This design comes from an exercise in tuning for small area on the open sky130 flow, not from production work. Where RTL was checked, it was by simulation tests only, not by an equivalence proof against the original. Power is estimated from default activity; no workload was simulated.

==> flow/design.v (excerpt) <==
module radar_display_top (
	input logic clock,
	input logic arst_n,
	input logic signed [11:0] target_x,
	input logic signed [11:0] target_y,
	input logic target_load,
	output logic [23:0] pixel,
	output logic hsync,
	output logic vsync,
	output logic de
);
==> module radar_display_top, before the edit <==
module radar_display_top (
	input logic clock,
	input logic arst_n,
	input logic signed [11:0] target_x,
	input logic signed [11:0] target_y,
	input logic target_load,
	output logic [23:0] pixel,
	output logic hsync,
	output logic vsync,
	output logic de
);
	function automatic logic [15:0] rca(input logic [15:0] a, input logic [15:0] b, input logic cin);
		logic c;
		c = cin;
		for (int i = 0; i < 16; i++) begin
			rca[i] = a[i] ^ b[i] ^ c;
			c = (a[i] & b[i]) | (c & (a[i] ^ b[i]));
		end
	endfunction
	function automatic logic ge(input logic [15:0] v, input logic [15:0] k);
		logic r;
		r = 1'b1;
		for (int i = 0; i < 16; i++)
			r = k[i] ? (v[i] & r) : (v[i] | r);
		ge = r;
	endfunction
	function automatic logic in_range(input logic [15:0] v, input logic [15:0] lo, input logic [15:0] hi);
		in_range = ge(v, lo) && ge(hi, v);
	endfunction
	logic [8:0] x;
	logic [7:0] w;
	logic first;
	logic [15:0] r_sq;
	wire x_end = (x == 9'd175);
	wire w_end = (w == 8'd168);
	wire at_origin = (x == 9'h160) && (w == 8'd177);
	always_ff @(posedge clock or negedge arst_n) begin
		if (!arst_n) begin
			x <= 9'd171;
			w <= 8'd168;
			first <= 1'b1;
		end else begin
			x <= x_end ? 9'h160 : 9'(rca(16'(x), 16'd0, 1'b1));
			if (x_end)
				w <= w_end ? 8'd177 : 8'(rca(16'(w), 16'd0, 1'b1));
			if (at_origin)
				first <= 1'b0;
		end
	end
	wire x_blank = !x[8] && ge(16'(x[7:0]), 16'd160);
	wire x_last = (x == 9'd159);
	logic [9:0] r_step;
	wire w_neg = w[7] && (w[6] || w[5]);
	always_comb begin
		if (x_blank)
			r_step = '0;
		else if (x_last)
			r_step = {w_neg, w, 1'b0};  
		else
			r_step = {x, 1'b1};
	end
	always_ff @(posedge clock) begin
		if (x_end && w_end)
			r_sq <= 16'd17441;  
		else
			r_sq <= rca(r_sq, {{6{r_step[9]}}, r_step}, 1'b0);
	end
	wire s = x[8];
	wire [6:0] b = x[6:0] ^ {7{s}};
	wire [15:0] m15s = rca(16'(b[6:4]), 16'(b), s);
	wire [7:0] s15 = 8'(rca(16'(m15s[7:2]), 16'(w), s));
	wire [7:0] s45 = 8'(rca(16'(b), 16'(w), s));
	wire [15:0] m75 = rca({6'd0, b[5:0], 4'd0}, {10'd0, ~b[5:0]}, 1'b0);
	wire [9:0] g75 = 10'(rca(16'(m75[9:0]), {6'd0, w, 2'd0}, 1'b0));
	wire near75 = !b[6] && (s ? in_range(16'(g75), 16'd673, 16'd700) : in_range(16'(g75), 16'd691, 16'd718));
	wire line = in_range(16'(s15), 16'd159, 16'd161) ||
		in_range(16'(s45), 16'd159, 16'd161) ||
		near75;
	wire ring_guard = in_range(16'(w), 16'd97, 16'd168);
	wire ring = (in_range(r_sq, 16'd1216, 16'd1344) && ring_guard) ||
		in_range(r_sq, 16'd4224, 16'd4480) ||
		in_range(r_sq, 16'd9344, 16'd9600) ||
		in_range(r_sq, 16'd16512, 16'd16768) ||
		in_range(r_sq, 16'd25600, 16'd26112) ||
		in_range(r_sq, 16'd36864, 16'd37376) ||
		in_range(r_sq, 16'd50176, 16'd50688);
	wire x_in = s ? ge(16'(x[7:0]), 16'd125) : ge(16'd131, 16'(x[7:0]));
	wire y_in = ge(16'(w), 16'd181) || ge(16'd163, 16'(w));
	wire on_border = (s ? ge(16'd128, 16'(x[7:0])) : x[7]) ||
		in_range(16'(w), 16'd177, 16'd184) || in_range(16'(w), 16'd160, 16'd168);
	wire grid_on = x_in && y_in && (on_border || ring || line);
	wire tx_ok = (target_x[11:8] == {4{target_x[8]}});
	wire ty_ok = (target_y[11:8] == 4'h0) ? (target_y[7:2] != 6'h3f) :
		(target_y[11:8] == 4'hf) && (target_y[7:4] == 4'hf) && (target_y[3:2] != 2'b00);
	logic [8:0] pend_x;
	logic [7:0] pend_y;
	logic pend_ok;
	logic [8:0] act_x;
	logic [7:0] act_y;
	logic act_ok;
	wire swap = (x == 9'd171) && w_end;
	always_ff @(posedge clock) begin
		if (target_load) begin
			pend_x <= target_x[8:0];
			pend_y <= target_y[7:0];
		end
		if (swap) begin
			act_x <= pend_x;
			act_y <= pend_y;
		end
	end
	always_ff @(posedge clock or negedge arst_n) begin
		if (!arst_n) begin
			pend_ok <= 1'b0;
			act_ok <= 1'b0;
		end else begin
			if (target_load)
				pend_ok <= tx_ok && ty_ok;
			if (swap)
				act_ok <= pend_ok;
		end
	end
	wire [8:0] dx = 9'(rca(16'(x), 16'(~act_x), 1'b1));
	wire [7:0] sy = 8'(rca(16'(w), 16'(act_y), 1'b0));
	wire hit_x = (dx[8:3] == 6'd0 && dx[2:0] <= 3'd4) || (dx[8:2] == 7'h7f);
	wire hit_y = in_range(16'(sy), 16'd156, 16'd164);
	wire hit = act_ok && hit_x && hit_y;
	wire de_i = !first && (s || !ge(16'(x[7:0]), 16'd160)) && (ge(16'(w), 16'd177) || ge(16'd160, 16'(w)));
	assign de = de_i;
	assign hsync = !first && !s && in_range(16'(x[7:0]), 16'd164, 16'd171);
	assign vsync = (w == 8'd163) || (w == 8'd164);
	wire red = de_i && !hit && grid_on;
	wire green = de_i && hit;
	assign pixel = {{8{red}}, {8{green}}, 8'd0};
endmodule
clock: 8.0 ns
lec_check: 0
cap_margin: 20
core_margin: 2
core_utilization: 40
cts_buf_list: sky130_fd_sc_hd__clkbuf_4
cts_cluster_size: 8
slew_margin: 20
standard.sh (not shown) runs the stock make flow with config.mk's settings and CLKGATE_MAP_FILE= SYNTH_SCRIPT=/design/flow/synth_recipe.tcl, a recipe that flattens the netlist after the stock synthesis.
==> flow/flow/run.sh <==
#!/bin/bash
# Standard synthesis, then the standard layout with two changes: port
# buffers of the smallest buffer cell, and clock tree synthesis without
# dummy load cells.
set -euo pipefail
bash standard.sh synth > synth.log 2>&1
export BUFFER_PORTS_ARGS="-buffer_cell sky130_fd_sc_hd__buf_1"
export CTS_ARGS="-sink_clustering_enable -repair_clock_nets -dont_use_dummy_load -sink_clustering_size 8 -buf_list sky130_fd_sc_hd__clkbuf_4"
bash standard.sh finish > layout.log 2>&1
Rerun with:
--- a/flow/design.v
+++ b/flow/design.v
@@ -30,11 +30,11 @@
 		in_range = ge(v, lo) && ge(hi, v);
 	endfunction
 	logic [8:0] x;
 	logic [7:0] w;
 	logic first;
-	logic [15:0] r_sq;
+	logic [13:0] r_hi;
 	wire x_end = (x == 9'd175);
 	wire w_end = (w == 8'd168);
 	wire at_origin = (x == 9'h160) && (w == 8'd177);
 	always_ff @(posedge clock or negedge arst_n) begin
 		if (!arst_n) begin
@@ -49,26 +49,29 @@
 				first <= 1'b0;
 		end
 	end
 	wire x_blank = !x[8] && ge(16'(x[7:0]), 16'd160);
 	wire x_last = (x == 9'd159);
-	logic [9:0] r_step;
 	wire w_neg = w[7] && (w[6] || w[5]);
+	wire r0 = x[0] ^ w[0];
+	logic [8:0] r_step;
 	always_comb begin
 		if (x_blank)
 			r_step = '0;
 		else if (x_last)
-			r_step = {w_neg, w, 1'b0};  
+			r_step = {w_neg, w};
 		else
-			r_step = {x, 1'b1};
+			r_step = x;
 	end
+	wire r_cin = !x_blank && !x_last && r0;
 	always_ff @(posedge clock) begin
 		if (x_end && w_end)
-			r_sq <= 16'd17441;  
+			r_hi <= 14'd8720;  
 		else
-			r_sq <= rca(r_sq, {{6{r_step[9]}}, r_step}, 1'b0);
+			r_hi <= 14'(rca(16'(r_hi), {{7{r_step[8]}}, r_step}, r_cin));
 	end
+	wire [14:0] r_sq = {r_hi, r0};
 	wire s = x[8];
 	wire [6:0] b = x[6:0] ^ {7{s}};
 	wire [15:0] m15s = rca(16'(b[6:4]), 16'(b), s);
 	wire [7:0] s15 = 8'(rca(16'(m15s[7:2]), 16'(w), s));
 	wire [7:0] s45 = 8'(rca(16'(b), 16'(w), s));
@@ -76,18 +79,21 @@
 	wire [9:0] g75 = 10'(rca(16'(m75[9:0]), {6'd0, w, 2'd0}, 1'b0));
 	wire near75 = !b[6] && (s ? in_range(16'(g75), 16'd673, 16'd700) : in_range(16'(g75), 16'd691, 16'd718));
 	wire line = in_range(16'(s15), 16'd159, 16'd161) ||
 		in_range(16'(s45), 16'd159, 16'd161) ||
 		near75;
-	wire ring_guard = in_range(16'(w), 16'd97, 16'd168);
-	wire ring = (in_range(r_sq, 16'd1216, 16'd1344) && ring_guard) ||
-		in_range(r_sq, 16'd4224, 16'd4480) ||
-		in_range(r_sq, 16'd9344, 16'd9600) ||
-		in_range(r_sq, 16'd16512, 16'd16768) ||
-		in_range(r_sq, 16'd25600, 16'd26112) ||
-		in_range(r_sq, 16'd36864, 16'd37376) ||
-		in_range(r_sq, 16'd50176, 16'd50688);
+	wire g_near = in_range(16'(w), 16'd32, 16'd184);
+	wire g_5 = !in_range(16'(w), 16'd169, 16'd223);
+	wire g_6 = in_range(16'(w), 16'd0, 16'd94) || in_range(16'(w), 16'd186, 16'd255);
+	wire g_7 = !in_range(16'(w), 16'd25, 16'd184);
+	wire ring = (g_near && (in_range(16'(r_sq), 16'd1216, 16'd1344) ||
+			in_range(16'(r_sq), 16'd4224, 16'd4480) ||
+			in_range(16'(r_sq), 16'd9344, 16'd9600) ||
+			in_range(16'(r_sq), 16'd16512, 16'd16768))) ||
+		(g_5 && in_range(16'(r_sq), 16'd25600, 16'd26112)) ||
+		(g_6 && in_range(16'(r_sq), 16'd4096, 16'd4608)) ||
+		(g_7 && in_range(16'(r_sq), 16'd17408, 16'd17920));
 	wire x_in = s ? ge(16'(x[7:0]), 16'd125) : ge(16'd131, 16'(x[7:0]));
 	wire y_in = ge(16'(w), 16'd181) || ge(16'd163, 16'(w));
 	wire on_border = (s ? ge(16'd128, 16'(x[7:0])) : x[7]) ||
 		in_range(16'(w), 16'd177, 16'd184) || in_range(16'(w), 16'd160, 16'd168);
 	wire grid_on = x_in && y_in && (on_border || ring || line);
=> The changed run finished clean. Core utilization came out lower by 0.47 points. Synthesized cell count goes up by a few percent. Via count rises by a few percent. Design area barely changes. Total power goes down slightly. Die area rose by a few percent. Area after synthesis rises by a few percent. Register-to-register slack gains 0.48 ns. Final cell count increases by a few percent. Sequential cell count fell by 2. Critical path depth falls by 5. Fmax rises by a few percent. Routed wire length went up by roughly a tenth. Worst hold slack gets worse by 0.0062 ns.
No functional check of the RTL was part of the first run of this note.

[what the ideal ports hide]
No port has a modelled driver above. Below, the same layouts with a new extraction and two added sets of constraints.
Step 1 (the two cells are an assumption about what drives the block):
set clk [get_ports {clock}]
set_driving_cell -lib_cell sky130_fd_sc_hd__clkbuf_16 $clk
set_driving_cell -lib_cell sky130_fd_sc_hd__buf_2 [delete_from_list [all_inputs] $clk]
Step 2 adds t to the input delays and takes it off the output delays; t is the mean of the earliest and latest rising clock arrival at the registers after step 1. Input paths then give back, and output paths get back, about the clock's delay inside the block.
Three values: no drivers, after step 1, after step 2; two values: the first two.
run	t (ns)	setup WS [ns]	worst setup path at the end	worst data-port slew with drivers (ns)
the first run	0.428	0.391 / 0.391 / 0.391	register to register	0.04
the second run	0.436	0.604 / 0.572 / 0.875	register to register	0.03
After both steps setup and hold are still met in every run listed.
